Background: an optimization exercise with open tools, aiming at small area, a short achievable clock period and few clock cycles per item. Do not read the settings as production practice.
Only simulation tests tie the RTL to the original design; equivalence was not proved.

**design/flow/design.v**
```verilog
package gakf_pkg;
    localparam int FRAC_BITS = 24;
    localparam logic signed [31:0] ANGLE_RESET   = 32'sd5898240;
    localparam logic [30:0]        ANGLE_NOISE_RESET = 31'd16777;
    localparam logic [30:0]        BIAS_NOISE_RESET  = 31'd50332;
    localparam logic [30:0]        MEAS_NOISE_RESET  = 31'd503316;
    localparam logic [1:0] REG_ANGLE_NOISE = 2'd0;
    localparam logic [1:0] REG_BIAS_NOISE  = 2'd1;
    localparam logic [1:0] REG_MEAS_NOISE  = 2'd2;
    localparam logic OP_PREDICT = 1'b0;
    localparam logic OP_UPDATE  = 1'b1;
    typedef struct packed {
        logic               opcode;
        logic signed [31:0] gyro_rate;
        logic [24:0]        time_step;
        logic signed [31:0] measured_angle;
    } t_in_word;
    typedef struct packed {
        logic signed [31:0] angle_estimate;
        logic signed [31:0] bias_estimate;
        logic               divide_fault;
    } t_out_word;
    function automatic logic [32:0] mag34(input logic signed [33:0] v);
        logic [33:0] t;
        t = v[33] ? 34'(-v) : 34'(v);
        mag34 = t[32:0];
    endfunction
    function automatic logic signed [31:0] sat32(input logic signed [44:0] v);
        logic signed [31:0] r;
        if (v > 45'sd2147483647)       r = 32'sh7FFFFFFF;
        else if (v < -45'sd2147483648) r = 32'sh80000000;
        else                           r = v[31:0];
        sat32 = r;
    endfunction
endpackage
module gyro_angle_kalman_filter (
    input  logic                 i_clk,
    input  logic                 i_rst_n,
    input  logic                 i_in_valid,
    output logic                 o_in_stall,
    input  logic [89:0]          i_in_word,
    output logic                 o_out_valid,
    input  logic                 i_out_stall,
    output logic [64:0]          o_out_word,
    input  logic                 i_cfg_valid,
    output logic                 o_cfg_ready,
    input  logic [1:0]           i_cfg_index,
    input  logic [30:0]          i_cfg_data
);
    typedef enum logic [2:0] {S_IDLE, S_DIV, S_MUL, S_FAULT} t_state;
    typedef enum logic [3:0] {
        W_TMP,     
        W_PAB2,    
        W_PAA_T,   
        W_PBBP,    
        W_APRED,   
        W_PBA,     
        W_PBBU,    
        W_PAA,     
        W_PAB,     
        W_BUPD,    
        W_AUPD,    
        W_FLT      
    } t_wop;
    t_state r_st;
    logic [3:0] r_cnt;
    logic [2:0] r_pi;
    logic signed [31:0] r_angle, r_bias, r_ab, r_ba, r_bb;
    logic signed [33:0] r_aa;      
    logic [30:0]        r_apn, r_bpn, r_mn;
    logic               r_op;
    logic signed [31:0] r_src;
    logic [31:0] r_d;
    logic [31:0] r_rem0, r_rem1, r_q0, r_q1;
    logic        r_neg0, r_neg1;
    logic signed [32:0] r_x;
    logic [16:0]        r_bone, r_btwo, r_bneg;    
    logic               r_yneg;                    
    logic signed [41:0] r_t;
    logic               r_wv;
    t_wop               r_wop;
    logic               r_wneg;    
    logic r_out_valid, r_fault;
    logic w_last, w_ready, w_wcomp, w_frz;
    assign w_last  = r_op ? (r_pi == 3'd5) : (r_pi == 3'd4);
    assign w_ready = (r_st == S_IDLE) || (r_st == S_MUL && w_last);
    assign w_wcomp = r_wv && (r_wop == W_APRED || r_wop == W_AUPD || r_wop == W_FLT ||
                              r_wop == W_BUPD);
    assign w_frz   = w_wcomp && r_out_valid && i_out_stall;
    logic [31:0] w_k0, w_k1;
    assign w_k0 = r_q0[31] ? {r_neg0, {31{!r_neg0}}} : {1'b0, r_q0[30:0]};
    assign w_k1 = r_q1[31] ? {r_neg1, {31{!r_neg1}}} : {1'b0, r_q1[30:0]};
    function automatic logic [63:0] dstep(input logic [31:0] rem, input logic [31:0] q,
                                          input logic [31:0] d);
        logic [32:0] r2;
        logic [33:0] df;
        logic        qb;
        r2 = {rem, q[31]};
        df = {1'b0, r2} - {2'b0, d};
        qb = !df[33];
        dstep = {qb ? df[31:0] : r2[31:0], q[30:0], qb};
    endfunction
    logic [63:0] w_s0a, w_s0b, w_s1a, w_s1b;
    assign w_s0a = dstep(r_rem0, r_q0, r_d);
    assign w_s0b = dstep(w_s0a[63:32], w_s0a[31:0], r_d);
    assign w_s1a = dstep(r_rem1, r_q1, r_d);
    assign w_s1b = dstep(w_s1a[63:32], w_s1a[31:0], r_d);
    logic [31:0] w_k1n;
    assign w_k1n = w_s1b[31] ? {r_neg1, {31{!r_neg1}}} : {1'b0, w_s1b[30:0]};
    logic signed [33:0] w_s;
    logic [31:0] w_dmag, w_n0, w_n1;
    logic        w_fz, w_sk12;
    logic [31:0] w_rem0i, w_rem1i, w_q0i, w_q1i;
    logic [3:0]  w_cnti;
    assign w_s    = 34'(signed'(r_aa[31:0])) + 34'(signed'({1'b0, r_mn}));
    assign w_dmag = w_s[33] ? 32'(-w_s) : w_s[31:0];
    assign w_n0   = r_aa[31] ? 32'(-r_aa[31:0]) : r_aa[31:0];
    assign w_n1   = r_ba[31] ? 32'(-r_ba) : r_ba;
    assign w_fz   = (w_s == '0);
    assign w_sk12 = !w_s[33] && ({w_n0, 4'b0} < {3'b0, w_s[32:0]}) &&
                    ({w_n1, 4'b0} < {3'b0, w_s[32:0]});
    always_comb begin
        if (w_sk12) begin
            w_rem0i = {w_n0[27:0], 4'b0};
            w_rem1i = {w_n1[27:0], 4'b0};
            w_q0i = '0; w_q1i = '0;
            w_cnti = 4'd6;
        end else begin
            w_rem0i = {8'b0, w_n0[31:8]};
            w_rem1i = {8'b0, w_n1[31:8]};
            w_q0i = {w_n0[7:0], 24'b0};
            w_q1i = {w_n1[7:0], 24'b0};
            w_cnti = 4'd0;
        end
    end
    logic [32:0] w_ysrc;
    logic [34:0] w_yz;
    logic [16:0] w_bone, w_btwo, w_bneg;
    assign w_yz = {w_ysrc[32], w_ysrc, 1'b0};
    for (genvar j = 0; j < 17; j++) begin : g_booth
        assign w_bone[j] = w_yz[2*j+1] ^ w_yz[2*j];
        assign w_btwo[j] = (w_yz[2*j+2] & ~w_yz[2*j+1] & ~w_yz[2*j]) |
                           (~w_yz[2*j+2] & w_yz[2*j+1] & w_yz[2*j]);
        assign w_bneg[j] = w_yz[2*j+2];
    end
    logic [65:0] w_ms;
    always_comb begin
        logic [35:0] xs;
        logic [65:0] acc;
        logic        one, two, neg;
        logic [34:0] pp;
        xs  = {35'(r_x), 1'b0};
        acc = 66'd8388608 - 66'(r_x[32] ^ r_yneg);
        for (int j = 0; j < 17; j++) begin
            one = r_bone[j];
            two = r_btwo[j];
            neg = r_bneg[j];
            for (int i = 0; i < 35; i++) pp[i] = ((one & xs[i+1]) | (two & xs[i])) ^ neg;
            acc = acc + (66'({~pp[34], pp[33:0]}) << (2*j)) + (66'(neg) << (2*j))
                      - (66'(1) << (34 + 2*j));
        end
        w_ms = acc;
    end
    logic [2:0]         w_npi;
    logic signed [32:0] w_nx;
    logic [32:0]        w_ny;
    logic               w_nyk;     
    logic signed [32:0] w_xsum;
    logic               w_xsel;
    logic [32:0]        w_xa, w_xb;
    logic [33:0]        w_xs;
    assign w_npi  = r_pi + 3'd1;
    assign w_xsel = !r_op && (w_npi == 3'd2);
    assign w_xa   = w_xsel ? 33'(r_ba) : 33'(r_src);
    assign w_xb   = w_xsel ? 33'(r_ab) : ~(33'(r_op ? r_angle : r_bias));
    assign w_xs   = {w_xa, 1'b1} + {w_xb, !w_xsel};
    assign w_xsum = w_xs[33:1];
    always_comb begin
        w_nx = 33'(w_k0);
        w_ny = w_xsum;
        w_nyk = r_op;
        if (!r_op) begin
            case (w_npi)
                3'd1:    w_nx = 33'(r_bb);
                3'd3:    w_nx = 33'(signed'({1'b0, r_bpn}));
                default: w_nx = w_xsum;
            endcase
        end else begin
            case (w_npi)
                3'd1:    begin w_nx = 33'(w_k1); w_ny = 33'(r_ab); end
                3'd2:    begin w_nx = 33'(w_k0); w_ny = 33'(signed'(r_aa[31:0])); end
                3'd3:    begin w_nx = 33'(w_k1); w_ny = w_xsum; end
                3'd4:    begin w_nx = 33'(w_k0); w_ny = 33'(r_ab); end
                default: begin w_nx = 33'(w_k0); w_ny = w_xsum; end
            endcase
        end
    end
    always_comb begin
        if (w_ready)            w_ysrc = {8'b0, i_in_word[56:32]};
        else if (r_st == S_DIV) w_ysrc = 33'(signed'(r_aa[31:0]));
        else                    w_ysrc = w_ny;
    end
    t_wop w_wop;
    logic w_wneg;
    always_comb begin
        w_wneg = 1'b0;
        if (!r_op) begin
            case (r_pi)
                3'd0:    w_wop = W_TMP;
                3'd1:    w_wop = W_PAB2;
                3'd2:    w_wop = W_PAA_T;
                3'd3:    w_wop = W_PBBP;
                default: w_wop = W_APRED;
            endcase
        end else begin
            case (r_pi)
                3'd0:    begin w_wop = W_PBA;  w_wneg = r_neg1; end
                3'd1:    begin w_wop = W_PBBU; w_wneg = r_neg1; end
                3'd2:    begin w_wop = W_PAA;  w_wneg = r_neg0; end
                3'd3:    begin w_wop = W_BUPD; w_wneg = r_neg1; end
                3'd4:    begin w_wop = W_PAB;  w_wneg = r_neg0; end
                default: begin w_wop = W_AUPD; w_wneg = r_neg0; end
            endcase
        end
    end
    logic signed [44:0] w_base, w_sum, w_sum2;
    logic [45:0]        w_sumc, w_sumc2;
    logic               w_sub;
    logic signed [31:0] w_sat, w_sat2;
    always_comb begin
        case (r_wop)
            W_TMP:   begin w_base = 45'(r_aa);    w_sub = 1'b0; end
            W_PAB2:  begin w_base = 45'(r_ab);    w_sub = 1'b1; end
            W_PAA_T: begin w_base = 45'(r_aa);    w_sub = 1'b1; end
            W_PBBP:  begin w_base = 45'(r_bb);    w_sub = 1'b0; end
            W_APRED: begin w_base = 45'(r_angle); w_sub = 1'b0; end
            W_PBA:   begin w_base = 45'(r_ba);    w_sub = 1'b1; end
            W_PBBU:  begin w_base = 45'(r_bb);    w_sub = 1'b1; end
            W_PAA:   begin w_base = 45'(r_aa);    w_sub = 1'b1; end
            W_PAB:   begin w_base = 45'(r_ab);    w_sub = 1'b1; end
            W_BUPD:  begin w_base = 45'(r_bias);  w_sub = 1'b0; end
            default: begin w_base = 45'(r_angle); w_sub = 1'b0; end
        endcase
        w_sub   = w_sub ^ r_wneg;
        w_sumc  = {w_base, 1'b1} + {45'(r_t) ^ {45{w_sub}}, w_sub};
        w_sum   = w_sumc[45:1];
        w_sat   = gakf_pkg::sat32(w_sum);
        w_sumc2 = {45'(r_ba), 1'b1} + {~(45'(r_t)), 1'b1};
        w_sum2  = w_sumc2[45:1];
        w_sat2  = gakf_pkg::sat32(w_sum2);
    end
    always_ff @(posedge i_clk) begin
        if (!i_rst_n) begin
            r_st        <= S_IDLE;
            r_angle     <= gakf_pkg::ANGLE_RESET;
            r_bias      <= '0;
            r_aa        <= '0;
            r_ab        <= '0;
            r_ba        <= '0;
            r_bb        <= '0;
            r_apn       <= gakf_pkg::ANGLE_NOISE_RESET;
            r_bpn       <= gakf_pkg::BIAS_NOISE_RESET;
            r_mn        <= gakf_pkg::MEAS_NOISE_RESET;
            r_out_valid <= 1'b0;
            r_fault     <= 1'b0;
            r_wv        <= 1'b0;
            r_pi        <= '0;
            r_cnt       <= '0;
        end else begin
            if (i_cfg_valid) begin
                case (i_cfg_index)
                    gakf_pkg::REG_ANGLE_NOISE: r_apn <= i_cfg_data;
                    gakf_pkg::REG_BIAS_NOISE:  r_bpn <= i_cfg_data;
                    gakf_pkg::REG_MEAS_NOISE:  r_mn  <= i_cfg_data;
                    default: ;
                endcase
            end
            if (r_out_valid && !i_out_stall) r_out_valid <= 1'b0;
            if (r_wv && !w_frz) begin
                r_wv <= 1'b0;
                case (r_wop)
                    W_TMP:   r_aa  <= w_sum[33:0];
                    W_PAB2:  begin r_ab <= w_sat; r_ba <= w_sat2; end
                    W_PAA_T: r_aa  <= 34'(w_sat);
                    W_PBBP:  r_bb  <= w_sat;
                    W_PBA:   r_ba  <= w_sat;
                    W_PBBU:  r_bb  <= w_sat;
                    W_PAA:   r_aa  <= 34'(w_sat);
                    W_PAB:   r_ab  <= w_sat;
                    W_BUPD:  r_bias <= w_sat;
                    W_APRED: begin
                        r_angle <= w_sat;
                        r_fault <= 1'b0;
                        r_out_valid <= 1'b1;
                    end
                    W_AUPD: begin
                        r_angle <= w_sat;
                        r_fault <= 1'b0;
                        r_out_valid <= 1'b1;
                    end
                    default: begin
                        r_fault <= 1'b1;
                        r_out_valid <= 1'b1;
                    end
                endcase
            end
            if (!w_frz || w_ready) begin
                case (r_st)
                    S_DIV: begin
                        r_rem0 <= w_s0b[63:32];
                        r_q0   <= w_s0b[31:0];
                        r_rem1 <= w_s1b[63:32];
                        r_q1   <= w_s1b[31:0];
                        r_cnt  <= r_cnt + 4'd1;
                        r_x  <= 33'(w_k1n);
                        {r_bone, r_btwo, r_bneg} <= {w_bone, w_btwo, w_bneg};
                        r_yneg <= r_aa[31];
                        r_pi <= '0;
                        if (r_cnt == 4'd15) r_st <= S_MUL;
                    end
                    S_FAULT: begin
                        r_wv  <= 1'b1;
                        r_wop <= W_FLT;
                        r_st  <= S_IDLE;
                    end
                    S_MUL: begin
                        r_t    <= w_ms[65:24];
                        r_wv   <= 1'b1;
                        r_wop  <= w_wop;
                        r_wneg <= w_wneg;
                        r_pi   <= w_npi;
                        r_x    <= w_nx;
                        if (w_nyk) begin
                            {r_bone, r_btwo, r_bneg} <= {w_bone, w_btwo, w_bneg};
                            r_yneg <= w_ny[32];
                        end
                        if (w_last) r_st <= S_IDLE;
                    end
                    default: ;
                endcase
                if (w_ready) begin
                    r_op   <= i_in_word[89];
                    r_src  <= i_in_word[89] ? i_in_word[31:0] : i_in_word[88:57];
                    r_x    <= 33'(signed'({1'b0, r_apn}));
                    {r_bone, r_btwo, r_bneg} <= {w_bone, w_btwo, w_bneg};
                    r_yneg <= 1'b0;
                    r_d    <= w_dmag;
                    r_neg0 <= r_aa[31] ^ w_s[33];
                    r_neg1 <= r_ba[31] ^ w_s[33];
                    r_rem0 <= w_rem0i;
                    r_q0   <= w_q0i;
                    r_rem1 <= w_rem1i;
                    r_q1   <= w_q1i;
                    r_pi   <= '0;
                    r_cnt  <= w_cnti;
                    if (i_in_valid) begin
                        if (!i_in_word[89])      r_st <= S_MUL;
                        else if (w_fz)           r_st <= S_FAULT;
                        else                     r_st <= S_DIV;
                    end
                end
            end
        end
    end
    assign o_in_stall  = !w_ready;
    assign o_out_valid = r_out_valid;
    assign o_out_word  = {r_angle, r_bias, r_fault};
    assign o_cfg_ready = 1'b1;
endmodule
```
**design/flow/run.sh**
```bash
#!/bin/bash
# synth_recipe.tcl (not shown) runs the flow's synth.tcl, then flattens the netlist and writes it again
# the make line also repeats each setting of config.mk as NAME=value (left out here)
make -C /OpenROAD-flow-scripts/flow DESIGN_CONFIG=/design/flow/config.mk WORK_HOME=/design/flow/orfs CLKGATE_MAP_FILE= SYNTH_SCRIPT=/design/flow/synth_recipe.tcl finish
```
**design/flow/config.mk**
```make
export PLATFORM = sky130hd
export DESIGN_NAME = gyro_angle_kalman_filter
export DESIGN_NICKNAME = gyro_angle_kalman_filter
export VERILOG_FILES = /design/flow/design.v
export SDC_FILE = /design/flow/constraint.sdc
export NUM_CORES = 4
export LEC_CHECK = 0
export CAP_MARGIN = 20
export CORE_MARGIN = 2
export CORE_UTILIZATION = 40
export SETUP_SLACK_MARGIN = 5
export SLEW_MARGIN = 20
```
**design/flow/constraint.sdc**
```tcl
create_clock -name core_clock -period 12.5 [get_ports {i_clk}]
set_input_delay 2.5000 -clock core_clock [delete_from_list [all_inputs] [get_ports {i_clk}]]
set_output_delay 2.5000 -clock core_clock [all_outputs]
set_load 0.01 [all_outputs]
```
==> results of run 1 <==
## tightest hold or removal path: stages (launching register included)
cell and delay, ps:
sky130_fd_sc_hd__dfxtp_1 310, sky130_fd_sc_hd__nand2_1 40, sky130_fd_sc_hd__a21boi_0 60
## cells by family after synthesis
| logic type | synth area share, % |
|---|---|
| muxes | 2.162 |
| buffers and inverters | 7.146 |
| adders and majority gates | 22.41 |
| DFF | 20.77 |
| xor gates and xnor gates | 11.50 |
| AOI/OAI and AO/OA | 24.49 |
| and+or+nand+nor | 11.52 |
| other | 0.004930 |
## repair_timing
| action | in CTS | in global routing |
|---|---|---|
| setup buffers | 21 | 34 |
| gates cloned | 6 | 1 |
| setup endpoints to repair | 249 | 226 |
| pin swaps | 6 | 18 |
| resized for setup | 91 | 177 |
| endpoints found under the hold margin | 0 | 0 |
## synth_stat cells (44+ instances only)
library cell and instances:
sky130_fd_sc_hd__xnor2_1 685, sky130_fd_sc_hd__fa_1 502, sky130_fd_sc_hd__nand2_1 879, sky130_fd_sc_hd__nor2b_1 54
sky130_fd_sc_hd__o21ai_0 491, sky130_fd_sc_hd__a21boi_1 81, sky130_fd_sc_hd__a21oi_1 619, sky130_fd_sc_hd__a22oi_1 530
sky130_fd_sc_hd__nand2b_1 56, sky130_fd_sc_hd__nor2_1 382, sky130_fd_sc_hd__edfxtp_1 326, sky130_fd_sc_hd__a211oi_1 57
sky130_fd_sc_hd__a21boi_0 92, sky130_fd_sc_hd__o21a_1 44, sky130_fd_sc_hd__nand4_1 65, sky130_fd_sc_hd__o211ai_1 113
sky130_fd_sc_hd__nor3_1 80, sky130_fd_sc_hd__clkbuf_1 618, sky130_fd_sc_hd__inv_1 703, sky130_fd_sc_hd__o31ai_1 61
sky130_fd_sc_hd__a31oi_1 59, sky130_fd_sc_hd__o21bai_1 59, sky130_fd_sc_hd__o22ai_1 61, sky130_fd_sc_hd__mux2i_1 63
sky130_fd_sc_hd__nand3_1 116, sky130_fd_sc_hd__a21o_1 171, sky130_fd_sc_hd__mux2_2 89, sky130_fd_sc_hd__and2_1 77
sky130_fd_sc_hd__dfxtp_1 300, sky130_fd_sc_hd__xor2_1 312, sky130_fd_sc_hd__ha_1 559
## through the flow
stage | hold slack [ps] | setup slack (ps) | area [um2]
final | 464.8 | 5129 | 84650
after global routing | 493.9 | 4926 | 84640
after CTS | 464.7 | 4894 | 83660
after detailed placement | 455.8 | 3873 | 80390
after global placement | 446.9 | 3903 | 80340
after floorplan | 435.2 | 5156 | 76060
## worst max-delay path by stage
stage,slack (ps),startpoint,endpoint,cells past startpoint
after floorplan,5160,r_bneg[8],r_t[41],27
after global placement,3900,r_bneg[2],r_t[41],19
after detailed placement,3870,r_bneg[2],r_t[41],19
after CTS,4890,r_x[19],r_t[41],27
after global routing,4930,r_bone[0],r_t[41],24
final,5130,r_x[7],r_t[23],23
## area by class of cell
class	instances	share of cell area, %
tap	2511	3.711
timing repair inverter	1	0.005912
timing repair buffer	486	5.621
clock buffer	96	2.443
sequential	626	18.66
antenna	6	0.01774
clock inverter	45	0.7154
multi-input combinational	6928	65.67
inverter	706	3.157
## metal layers
layer	vias up	wire length [um]	track usage, %
met5	-	78	0
met4	14	26120	21.80
met2	4434	140000	49.72
met3	1010	35100	7.160
met1	35490	130900	43.75
li1	31410	-	-
==> impl_metrics.sql, run 1 <==
INSERT INTO impl_metrics (metric_group, metric, value, unit) VALUES
('place', 'port-buffer-count', '194', ''),
('critical_path', 'crit_top_cell', 'sky130_fd_sc_hd__fa_1', ''),
('place', 'dpl.cell_count', '11200', ''),
('timing', 'rsz0062_at_grt', 'true', ''),
('clocking', 'cts-root-buf', 'sky130_fd_sc_hd__clkbuf_16', ''),
('timing', 'setup_total_negative_slack', '0', 'ps'),
('route', 'initialDrtViolationCount', '9015', ''),
('global_route', 'grt_use_total', '33.44', '%'),
('clocking', 'tritoncts.num_buffers', '76', ''),
('floorplanning', 'floorplan.core_area', '189600', 'um2'),
('route', 'dr.pass1.iters', '10', ''),
('floorplanning', 'floorplan.die.width', '440.1', 'um'),
('synth', 'ys.flop_type', 'sky130_fd_sc_hd__edfxtp_1', ''),
('synth', 'synth_largest_area_cell', 'sky130_fd_sc_hd__fa_1', ''),
('finish', 'most-common-layout-cells', 'sky130_fd_sc_hd__nand2_1, sky130_fd_sc_hd__inv_1, sky130_fd_sc_hd__xnor2_1', ''),
('timing', 'period_share', '58.97', '%'),
('clocking', 'max-clock-path-buffers', '3', ''),
('finish', 'regMostFlops', 'r_t', ''),
('timing', 'pins_over_slew_limit', '0', ''),
('clocking', 'worst_skew_pair.late_latency', '730', 'ps'),
('timing', 'worst_clock_skew', '42.06', 'ps'),
('critical_path', 'critical_path_required', '13050', 'ps'),
('floorplanning', 'number_of_placement_rows', '160', ''),
('critical_path', 'r2r_cells', '23', ''),
('synth', 'synth-async-reset-ratio', '0', '%'),
('clocking', 'cts_htree_levels', '3', ''),
('synth', 'netlist_top_cells_area', 'sky130_fd_sc_hd__fa_1, sky130_fd_sc_hd__edfxtp_1, sky130_fd_sc_hd__ha_1, sky130_fd_sc_hd__dfxtp_1, sky130_fd_sc_hd__xnor2_1', ''),
('critical_path', 'timing.reg2reg.setup_slack', '5130', 'ps'),
('global_route', 'grt_max_degree', '98', ''),
('critical_path', 'critical_path.reg2reg.startpoint', 'r_x[7]', ''),
('finish', 'postLayoutCoreUtil', '44.65', '%'),
('worst_hold_path', 'min_delay_path_class', 'register to register', ''),
('worst_hold_path', 'hold-path-endpoint', 'r_apn[10]', ''),
('finish', 'layout.area.seq', '15800', 'um2'),
('worst_hold_path', 'worst_hold_startpoint', 'r_apn[10]', ''),
('synth', 'synth_top_cell_area_share', '13.21', '%'),
('timing', 'min_period', '7371', 'ps'),
('critical_path', 'crit_type', 'register to register', ''),
('clocking', 'number_of_buffers_added_to_fix_hold_violations_after_cts', '0', ''),
('clocking', 'numClockSinks', '626', ''),
('synth', 'synth.lib_cells_used.distinct', '103', ''),
('critical_path', 'rr_endpoint', 'r_t[23]', ''),
('critical_path', 'crit_path_cell_trace', 'buf_6, a22oi_1, xnor2_1, fa_1, inv_1, fa_1, inv_1, fa_1, fa_1, fa_1, fa_1, ha_2, a21o_1, a21o_1, nor2b_2, nand2_1, o21ai_4, o31ai_4, a211oi_4, o21a_1, o21ai_1, or4b_1, nand3_1', ''),
('critical_path', 'crit_family', 'adder cells', ''),
('place', 'detailed_place_hpwl', '239.2', 'mm'),
('floorplanning', 'boundaryPins', '196', ''),
('synth', 'synth-seq-cells', '626', ''),
('route', 'route.antenna.remaining_nets', '0', ''),
('finish', 'layout_commonest_cell', 'sky130_fd_sc_hd__nand2_1', ''),
('critical_path', 'critPathLaunchType', 'register', ''),
('timing', 'setup_viol', '0', ''),
('worst_hold_path', 'worst_hold_path_depth', '2', ''),
('finish', 'largestRegisters', 'r_t (42), r_aa (34), r_x (33)', ''),
('clocking', 'cts.clk_slew.worst_paths', '60', 'ps'),
('finish', 'areaGrowthSynthToFinish', '11.30', '%'),
('synth', 'synth.net_count', '10150', ''),
('global_route', 'number_of_global_route_vias_before_repair', '69880', ''),
('finish', 'layout.filler_cells', '18360', ''),
('synth', 'ys_seq_area_share', '20.77', '%'),
('floorplanning', 'design.die.area', '193600', 'um2'),
('floorplanning', 'die-height', '440.1', 'um'),
('place', 'globalplace.congestion', '1.082', ''),
('finish', 'finish.net_count', '10010', ''),
('route', 'drc_violation_count_after_routing', '0', ''),
('floorplanning', 'start_util', '40.12', '%'),
('route', 'routed_wire_length_per_instance', '29.12', 'um'),
('timing', 'worst_pin_slew', '1275', 'ps'),
('outcome', 'outcome', 'no timing/DRC/antenna violations', ''),
('synth', 'syn_area_per_cell', '8.489', 'um2');
Testbench counts, summed over its fixed seeds: cycles 31,641, items 3,200.
==> inputs of run 2 (changes only) <==
--- a/design/flow/design.v
+++ b/design/flow/design.v
@@ -75,2 +75,3 @@
     logic        r_neg0, r_neg1;
+    logic        r_sneg0, r_sneg1, r_sfz;    
     logic signed [32:0] r_x;
@@ -326,2 +327,20 @@
                     S_MUL: begin
+                        if (r_op && r_pi == 3'd4) begin
+                            r_d     <= w_dmag;
+                            r_sneg0 <= r_aa[31] ^ w_s[33];
+                            r_sneg1 <= r_ba[31] ^ w_s[33];
+                            r_sfz   <= w_fz;
+                            r_rem0  <= w_rem0i;
+                            r_q0    <= w_q0i;
+                            r_rem1  <= w_rem1i;
+                            r_q1    <= w_q1i;
+                            r_cnt   <= w_cnti;
+                        end
+                        if (r_op && r_pi == 3'd5) begin
+                            r_rem0 <= w_s0b[63:32];
+                            r_q0   <= w_s0b[31:0];
+                            r_rem1 <= w_s1b[63:32];
+                            r_q1   <= w_s1b[31:0];
+                            r_cnt  <= r_cnt + 4'd1;
+                        end
                         r_t    <= w_ms[65:24];
@@ -346,15 +365,20 @@
                     r_yneg <= 1'b0;
-                    r_d    <= w_dmag;
-                    r_neg0 <= r_aa[31] ^ w_s[33];
-                    r_neg1 <= r_ba[31] ^ w_s[33];
-                    r_rem0 <= w_rem0i;
-                    r_q0   <= w_q0i;
-                    r_rem1 <= w_rem1i;
-                    r_q1   <= w_q1i;
                     r_pi   <= '0;
-                    r_cnt  <= w_cnti;
+                    if (r_st == S_MUL && r_op) begin
+                        r_neg0 <= r_sneg0;
+                        r_neg1 <= r_sneg1;
+                    end else begin
+                        r_d    <= w_dmag;
+                        r_neg0 <= r_aa[31] ^ w_s[33];
+                        r_neg1 <= r_ba[31] ^ w_s[33];
+                        r_rem0 <= w_rem0i;
+                        r_q0   <= w_q0i;
+                        r_rem1 <= w_rem1i;
+                        r_q1   <= w_q1i;
+                        r_cnt  <= w_cnti;
+                    end
                     if (i_in_valid) begin
-                        if (!i_in_word[89])      r_st <= S_MUL;
-                        else if (w_fz)           r_st <= S_FAULT;
-                        else                     r_st <= S_DIV;
+                        if (!i_in_word[89])                      r_st <= S_MUL;
+                        else if ((r_st == S_MUL && r_op) ? r_sfz : w_fz) r_st <= S_FAULT;
+                        else                                     r_st <= S_DIV;
                     end
==> impl_metrics.sql, run 2 <==
INSERT INTO impl_metrics (metric_group, metric, value, unit) VALUES
('finish', 'final_layout_size_suffix_gt1_share', '7.203', '%'),
('route', 'routed_wire_length_per_instance', '28.28', 'um'),
('route', 'post_drt_via_cell_ratio', '6.331', ''),
('synth', 'synth_simple_gate_area_share', '11.32', '%'),
('timing', 'setup_viol', '0', ''),
('place', 'dpl.cell_count', '11210', ''),
('timing', 'worst_pin_slew', '1403', 'ps'),
('synth', 'syn_area_per_cell', '8.452', 'um2'),
('critical_path', 'crit_path_end_kind', 'register', ''),
('route', 'routed_wirelength', '322.9', 'mm'),
('clocking', 'cts.clk_slew.worst_paths', '60', 'ps'),
('timing', 'pins_over_slew_limit', '0', ''),
('route', 'initialDrtViolationCount', '9544', ''),
('critical_path', 'crit_family', 'compound AO/OA/AOI/OAI gates', ''),
('timing', 'worst_clock_skew', '36.57', 'ps'),
('route', 'dr.pass1.iters', '9', ''),
('floorplanning', 'number_of_placement_rows', '160', ''),
('finish', 'multi_input_comb_area', '55510', 'um2'),
('route', 'drc_violation_count_after_routing', '0', ''),
('synth', 'synth-async-reset-ratio', '0', '%'),
('floorplanning', 'boundaryPins', '196', ''),
('synth', 'synth.lib_cells_used.distinct', '98', ''),
('synth', 'synth_xor_xnor_area_share', '11.35', '%'),
('clocking', 'cts_tree', 'done', ''),
('synth', 'yosys_warnings', '1', ''),
('clocking', 'max-clock-path-buffers', '3', ''),
('place', 'port-buffer-count', '194', ''),
('outcome', 'outcome', 'no timing/DRC/antenna violations', ''),
('critical_path', 'crit_top_cell', 'sky130_fd_sc_hd__a21oi_1', ''),
('synth', 'synth_mux_area_share', '2.135', '%'),
('clocking', 'tritoncts.num_buffers', '76', ''),
('route', 'vias_post_dr', '72290', ''),
('synth', 'post_synth_fa_ha_maj_area_fraction', '22.41', '%'),
('critical_path', 'critical-path-max-stage-delay', '1140', 'ps'),
('global_route', 'number_of_antenna_violations_at_the_first_check_in_global_routing', '14', ''),
('clocking', 'cts_htree_levels', '3', ''),
('finish', 'layout.filler_cells', '18700', ''),
('synth', 'synth_largest_area_cell', 'sky130_fd_sc_hd__fa_1', ''),
('finish', 'layout_commonest_cell', 'sky130_fd_sc_hd__nand2_1', ''),
('global_route', 'number_of_global_route_vias_before_repair', '67910', ''),
('finish', 'finish.net_count', '10030', ''),
('floorplanning', 'die-height', '440.4', 'um'),
('synth', 'ys_top_cells_by_count', 'sky130_fd_sc_hd__nand2_1, sky130_fd_sc_hd__a21oi_1, sky130_fd_sc_hd__inv_1', ''),
('global_route', 'first_pass_grt_wire_length', '465.7', 'mm'),
('global_route', 'grt_max_degree', '91', ''),
('finish', 'stdcell_count', '11420', ''),
('timing', 'fmax', '0.1332', 'GHz'),
('critical_path', 'timing.critical_path.buf_inv', '2', ''),
('critical_path', 'total_number_of_cells_along_the_worst_setup_path', '21', ''),
('timing', 'rsz0062_at_grt', 'true', ''),
('critical_path', 'critPathLaunchType', 'register', ''),
('critical_path', 'cp_max_fo', '57', ''),
('synth', 'synth_top_cell_area_share', '13.19', '%'),
('critical_path', 'cpMaxStageDelayCell', 'sky130_fd_sc_hd__a222oi_1', ''),
('critical_path', 'crit_path_cell_trace', 'inv_1, ha_1, and2_2, buf_4, nor2_1, a211oi_1, a21oi_1, ha_1, o21a_1, nor2_1, a2111oi_0, o21ai_0, o21ai_0, a21o_1, a21oi_1, o21bai_1, a21oi_1, xnor2_1, a222oi_1, a21oi_1, xnor2_1', ''),
('critical_path', 'r2r_cells', '21', ''),
('synth', 'syn_area', '76180', 'um2'),
('timing', 'min_period', '7505', 'ps'),
('finish', 'areaGrowthSynthToFinish', '10.36', '%'),
('place', 'place_ws', '3834', 'ps'),
('clocking', 'cts-root-buf', 'sky130_fd_sc_hd__clkbuf_16', ''),
('synth', 'synth.net_count', '10200', ''),
('synth', 'largest_family_of_logic_cells_by_synthesized_area', 'compound AO/OA/AOI/OAI gates', ''),
('timing', 'period_share', '60.04', '%'),
('timing', 'fin_hold_ws', '457.1', 'ps'),
('run', 'maxCapViolations', '0', ''),
('timing', 'worst_slack', '4995', 'ps'),
('route', 'route.antenna.remaining_nets', '0', ''),
('floorplanning', 'floorplan.core_area', '189800', 'um2'),
('floorplanning', 'start_util', '40.14', '%'),
('synth', 'ys.flop_type', 'sky130_fd_sc_hd__edfxtp_1', ''),
('place', 'detailed_place_hpwl', '232.1', 'mm'),
('synth', 'synth-compound-area-share', '24.88', '%'),
('synth', 'synth-seq-cells', '629', ''),
('critical_path', 'critical_path_required', '12930', 'ps'),
('floorplanning', 'design.die.area', '193900', 'um2'),
('finish', 'most-common-layout-cells', 'sky130_fd_sc_hd__nand2_1, sky130_fd_sc_hd__a21oi_1, sky130_fd_sc_hd__inv_1', ''),
('floorplanning', 'floorplan.die.width', '440.4', 'um'),
('finish', 'regMostFlops', 'r_t', ''),
('synth', 'netlist_top_cells_area', 'sky130_fd_sc_hd__fa_1, sky130_fd_sc_hd__edfxtp_1, sky130_fd_sc_hd__ha_1, sky130_fd_sc_hd__dfxtp_1, sky130_fd_sc_hd__xnor2_1', ''),
('synth', 'synthCells', '9013', ''),
('timing', 'relSlewSlack', '6.436', '%'),
('synth', 'synth.most_common_cell', 'sky130_fd_sc_hd__nand2_1', ''),
('critical_path', 'crit_type', 'register to register', ''),
('finish', 'post-route-cell-area', '84060', 'um2'),
('finish', 'largest_register_ff_count', '42', ''),
('timing', 'report.final.hold_viol_count', '0', ''),
('finish', 'layout.area.seq', '15890', 'um2'),
('critical_path', 'worst-endpoint-arrival', '7930', 'ps'),
('place', 'globalplace.congestion', '1.030', ''),
('worst_hold_path', 'worst_hold_path_depth', '2', ''),
('clocking', 'worst_skew_pair.late_latency', '710', 'ps'),
('synth', 'ys_seq_area_share', '20.85', '%'),
('global_route', 'global_route.overflow_total', '0', ''),
('clocking', 'number_of_buffers_added_to_fix_hold_violations_after_cts', '0', ''),
('global_route', 'grt_use_total', '32.06', '%'),
('place', 'placed_cell_area', '80350', 'um2'),
('clocking', 'numClockSinks', '629', ''),
('synth', 'synth_enable_flop_cells', '329', ''),
('finish', 'largestRegisters', 'r_t (42), r_aa (34), r_x (33)', ''),
('timing', 'setup_total_negative_slack', '0', 'ps'),
('worst_hold_path', 'min_delay_path_class', 'register to register', '');
run 2: changes by cell type after synthesis, sizes merged, moves of 26 or more:
cell    change
a21boi    -144
o21ai      +43
a21oi      +66
inv        -26
nor2      +145
xnor2      -43
nand2      -90
a22oi      +84
and2       -37
a221o      +34
o211ai     -49
xor2       +32
run 2: path summary, 6_finish.rpt:
kind / end / startpoint / slack [ps]
setup / recovery: r_bone[9] / r_pi[2] / 4990
hold / removal: r_bpn[9] / r_bpn[9] / 460
setup reg to reg: r_bone[9] / r_pi[2] / 4990
hold reg to reg: r_bpn[9] / r_bpn[9] / 460
run 2: cell type report:
| type | count | area share (%) |
|---|---|---|
| diodes | 8 | 0.02381 |
| clock buffers | 95 | 2.444 |
| repair inverters | 1 | 0.005954 |
| repair buffers | 466 | 5.154 |
| well taps | 2511 | 3.737 |
| clock inverters | 47 | 0.6504 |
| inverters | 678 | 3.053 |
| flip-flops and latches | 629 | 18.90 |
| multi-input cells | 6983 | 66.03 |
run 2: tightest hold or removal path: stages, from the launching register on:
cell and delay (ps):
sky130_fd_sc_hd__dfxtp_1 310, sky130_fd_sc_hd__nand2_1 50, sky130_fd_sc_hd__a21oi_1 50
run 2: cell families after synthesis:
kind of cell | count (synthesis)
AO/OA/AOI/OAI | 2860
AND/OR/NAND/NOR | 1918
buffers and inverters | 1405
adder cells (fa/ha/maj) | 1063
XOR/XNOR | 987
flip-flops | 629
multiplexers | 150
other | 1
run 2: repair_timing:
action	4_1_cts	5_1_grt
resized for setup	59	91
setup endpoints to repair	100	292
hold endpoints to repair	0	0
buffers inserted	17	32
cloned	1	6
pin swaps	6	13
run 2: per-stage QoR:
step | util [%]
finish | 44.30
global placement | 42.33
detailed placement | 42.34
global route | 44.29
CTS | 43.90
floorplan | -
run 2: routing by layer:
| metal | share of wire (%) | GRT usage [%] | wire length, um |
|---|---|---|---|
| met4 | 6.2 | 17.13 | 19980 |
| met2 | 42 | 47.43 | 136600 |
| met5 | 0.011 | 0 | 37 |
| met3 | 11 | 6.502 | 34440 |
| met1 | 41 | 43.79 | 131800 |
Testbench counts of run 2, summed over its fixed seeds: cycles 31,051, items 3,200.
==> inputs of run 3 (changes only) <==
--- a/design/flow/config.mk
+++ b/design/flow/config.mk
@@ -9,3 +9,3 @@
 export CORE_MARGIN = 2
-export CORE_UTILIZATION = 40
+export CORE_UTILIZATION = 55
 export SETUP_SLACK_MARGIN = 5
==> impl_metrics.sql, run 3 <==
INSERT INTO impl_metrics (metric_group, metric, value, unit) VALUES
('place', 'place_ws', '3903', 'ps'),
('global_route', 'grt_max_degree', '101', ''),
('outcome', 'outcome', 'no timing/DRC/antenna violations', ''),
('timing', 'fmax', '0.1341', 'GHz'),
('timing', 'relSlewSlack', '15.08', '%'),
('timing', 'period_share', '59.66', '%'),
('synth', 'synth-async-reset-ratio', '0', '%'),
('finish', 'layout_commonest_cell', 'sky130_fd_sc_hd__nand2_1', ''),
('finish', 'largestRegisters', 'r_t (42), r_aa (34), r_x (33)', ''),
('run', 'maxCapViolations', '0', ''),
('floorplanning', 'start_util', '55.40', '%'),
('clocking', 'cts_htree_levels', '3', ''),
('timing', 'min_period', '7457', 'ps'),
('timing', 'pins_over_slew_limit', '0', ''),
('critical_path', 'crit_path_end_kind', 'register', ''),
('finish', 'layout.filler_cells', '12210', ''),
('clocking', 'cts.clk_slew.worst_paths', '60', 'ps'),
('synth', 'ys.flop_type', 'sky130_fd_sc_hd__edfxtp_1', ''),
('route', 'route.antenna.remaining_nets', '0', ''),
('synth', 'synthCells', '9013', ''),
('global_route', 'first_pass_grt_wire_length', '477.6', 'mm'),
('synth', 'synth.lib_cells_used.distinct', '98', ''),
('synth', 'synth_enable_flop_cells', '329', ''),
('finish', 'finish.net_count', '10030', ''),
('place', 'globalplace.congestion', '1.054', ''),
('global_route', 'number_of_global_route_vias_before_repair', '70040', ''),
('timing', 'worst_clock_skew', '60.61', 'ps'),
('route', 'dr.pass1.iters', '10', ''),
('place', 'placed_cell_area', '79540', 'um2'),
('timing', 'report.final.hold_viol_count', '0', ''),
('route', 'post_drt_via_cell_ratio', '6.914', ''),
('critical_path', 'crit_type', 'register to register', ''),
('place', 'port-buffer-count', '194', ''),
('critical_path', 'worst-endpoint-arrival', '7850', 'ps'),
('synth', 'syn_area_per_cell', '8.452', 'um2'),
('clocking', 'max-clock-path-buffers', '3', ''),
('critical_path', 'critPathLaunchType', 'register', ''),
('global_route', 'global_route.peak_usage_layer', 'met2', ''),
('synth', 'netlist_top_cells_area', 'sky130_fd_sc_hd__fa_1, sky130_fd_sc_hd__edfxtp_1, sky130_fd_sc_hd__ha_1, sky130_fd_sc_hd__dfxtp_1, sky130_fd_sc_hd__xnor2_1', ''),
('clocking', 'worst_skew_pair.late_latency', '730', 'ps'),
('floorplanning', 'design.die.area', '141500', 'um2'),
('finish', 'post-route-cell-area', '83310', 'um2'),
('global_route', 'groute.layer.met3.usage', '14.73', '%'),
('global_route', 'grt_use_total', '45.56', '%'),
('route', 'routed_wirelength', '330.1', 'mm'),
('finish', 'layout.area.seq', '15890', 'um2'),
('timing', 'worst_slack', '5043', 'ps'),
('critical_path', 'cp_max_fo', '71', ''),
('floorplanning', 'number_of_placement_rows', '136', ''),
('floorplanning', 'boundaryPins', '196', ''),
('finish', 'largest_register_ff_count', '42', ''),
('global_route', 'number_of_antenna_violations_at_the_first_check_in_global_routing', '16', ''),
('route', 'drc_violation_count_after_routing', '0', ''),
('synth', 'synth-seq-cells', '629', ''),
('timing', 'rsz0062_at_grt', 'true', ''),
('clocking', 'number_of_buffers_added_to_fix_hold_violations_after_cts', '0', ''),
('timing', 'setup_viol', '0', ''),
('synth', 'synth.most_common_cell', 'sky130_fd_sc_hd__nand2_1', ''),
('clocking', 'cts-root-buf', 'sky130_fd_sc_hd__clkbuf_16', ''),
('finish', 'most-common-layout-cells', 'sky130_fd_sc_hd__nand2_1, sky130_fd_sc_hd__a21oi_1, sky130_fd_sc_hd__inv_1', ''),
('synth', 'synth_top_cell_area_share', '13.19', '%'),
('clocking', 'numClockSinks', '629', ''),
('finish', 'multi_input_comb_area', '55530', 'um2'),
('synth', 'synth_largest_area_cell', 'sky130_fd_sc_hd__fa_1', ''),
('synth', 'ys_seq_area_share', '20.85', '%'),
('finish', 'areaGrowthSynthToFinish', '9.366', '%'),
('clocking', 'cts_tree', 'done', ''),
('floorplanning', 'floorplan.core_area', '137500', 'um2'),
('synth', 'syn_area', '76180', 'um2'),
('route', 'initialDrtViolationCount', '11170', ''),
('route', 'routed_wire_length_per_instance', '30.82', 'um'),
('route', 'vias_post_dr', '74060', ''),
('global_route', 'globalRouteMet2Util', '64.44', '%'),
('global_route', 'global_route.usage.met1', '60.10', '%'),
('clocking', 'tritoncts.num_buffers', '77', ''),
('finish', 'final_layout_size_suffix_gt1_share', '7.266', '%'),
('synth', 'ys_top_cells_by_count', 'sky130_fd_sc_hd__nand2_1, sky130_fd_sc_hd__a21oi_1, sky130_fd_sc_hd__inv_1', ''),
('floorplanning', 'die-height', '376.2', 'um'),
('floorplanning', 'floorplan.die.width', '376.2', 'um'),
('timing', 'worst_pin_slew', '1270', 'ps'),
('critical_path', 'critical_path_required', '12900', 'ps'),
('finish', 'regMostFlops', 'r_t', ''),
('place', 'detailed_place_hpwl', '234.9', 'mm'),
('worst_hold_path', 'min_delay_path_class', 'register to register', ''),
('timing', 'setup_total_negative_slack', '0', 'ps'),
('synth', 'yosys_warnings', '1', ''),
('global_route', 'global_route.overflow_total', '0', ''),
('synth', 'synth.net_count', '10200', '');
run 3: metrics by stage:
| step | std cells | utilization (%) | hold slack, ps |
|---|---|---|---|
| after floorplan | 9013 | - | 436.0 |
| after global placement | 10500 | 57.80 | 447.5 |
| after detailed placement | 10500 | 57.85 | 450.8 |
| after CTS | 10670 | 60.08 | 459.4 |
| after global routing | 10700 | 60.57 | 475.5 |
| final | 10710 | 60.59 | 461.0 |
run 3: worst max-delay path, cell delays in order (launching register included):
cell                        delay [ps]
sky130_fd_sc_hd__dfxtp_1           670
sky130_fd_sc_hd__inv_1             130
sky130_fd_sc_hd__ha_1              450
sky130_fd_sc_hd__and2_2            200
sky130_fd_sc_hd__buf_6             500
sky130_fd_sc_hd__a211oi_1          160
sky130_fd_sc_hd__a21oi_1           500
sky130_fd_sc_hd__inv_1             120
sky130_fd_sc_hd__fa_1              420
sky130_fd_sc_hd__nor2b_1           130
sky130_fd_sc_hd__o21a_1            140
sky130_fd_sc_hd__o21ai_0            90
sky130_fd_sc_hd__buf_4             170
sky130_fd_sc_hd__a2111oi_1         710
sky130_fd_sc_hd__o211ai_1          240
sky130_fd_sc_hd__a31oi_1           320
sky130_fd_sc_hd__o41ai_2           150
sky130_fd_sc_hd__xnor2_1           800
sky130_fd_sc_hd__a221oi_1          430
sky130_fd_sc_hd__nor3_1            610
sky130_fd_sc_hd__o21ai_0           190
run 3: worst paths after layout:
kind	from	end	slack, ps	cells after the start
max	r_pi[2]	r_btwo[13]	5040	20
min reg2reg	r_apn[20]	r_apn[20]	460	2
max reg2reg	r_pi[2]	r_btwo[13]	5040	20
min	r_apn[20]	r_apn[20]	460	2
run 3: metal layers:
| metal | vias to the layer above | routed length, um |
|---|---|---|
| li1 | 31700 | - |
| met1 | 35690 | 124200 |
| met2 | 5512 | 132600 |
| met3 | 1156 | 47110 |
| met4 | 6 | 26100 |
| met5 | - | 83 |
run 3: cell type report:
cell class | instances | share of cell area, %
antenna | 13 | 0.03905
clock inverter | 42 | 0.5662
multi-input combinational | 6982 | 66.65
sequential | 629 | 19.07
inverter | 678 | 3.073
clock buffer | 101 | 2.543
timing repair buffer | 472 | 5.362
tap | 1794 | 2.694
run 3: logic make-up (layout without fill, tap and decap cells):
| group | after synthesis | after routing | synth area share, % |
|---|---|---|---|
| flip-flops | 629 | 629 | 20.85 |
| buffers and inverters | 1405 | 1293 | 7.053 |
| multiplexers | 150 | 150 | 2.135 |
| other | 1 | 14 | 0.004923 |
| AND/OR/NAND/NOR | 1918 | 1918 | 11.32 |
| XOR/XNOR | 987 | 987 | 11.35 |
| AO/OA/AOI/OAI | 2860 | 2863 | 24.88 |
| adder cells (fa/ha/maj) | 1063 | 1063 | 22.41 |
run 3: what timing repair did:
| action | 4_1_cts | 5_1_grt |
|---|---|---|
| setup endpoints to repair | 107 | 298 |
| resized for setup | 59 | 85 |
| endpoints found under the hold margin | 0 | 0 |
| gates cloned | 0 | 5 |
| pin swaps | 5 | 14 |
| buffers inserted | 26 | 24 |

what the ideal ports hide:
How much do the figures lean on ideal ports? The routed layouts below were timed once more, with nothing changed but the port constraints.
Step 1, drivers: a clkbuf_16 drives i_clk and a buf_2 each remaining input, both assumed.
Step 2 moves the port delays by t, midway between the first and last clock arrival at a register: inputs arrive t later, outputs are due t later. That takes back most of the time a late clock gives input paths.
Slacks: ideal / step 1 / step 2; pairs: ideal / step 1.
run | shift t [ns] | slack for setup (ns) | hold slack, ns
run 1 | 0.798 | 5.129 / 5.129 / 5.129 | 0.465 / 0.465 / 0.465
run 2 | 0.769 | 4.995 / 4.995 / 4.995 | 0.457 / 0.457 / 0.457
run 3 | 0.788 | 5.043 / 5.043 / 5.043 | 0.461 / 0.461 / 0.461
After both steps every run listed still meets setup and hold.
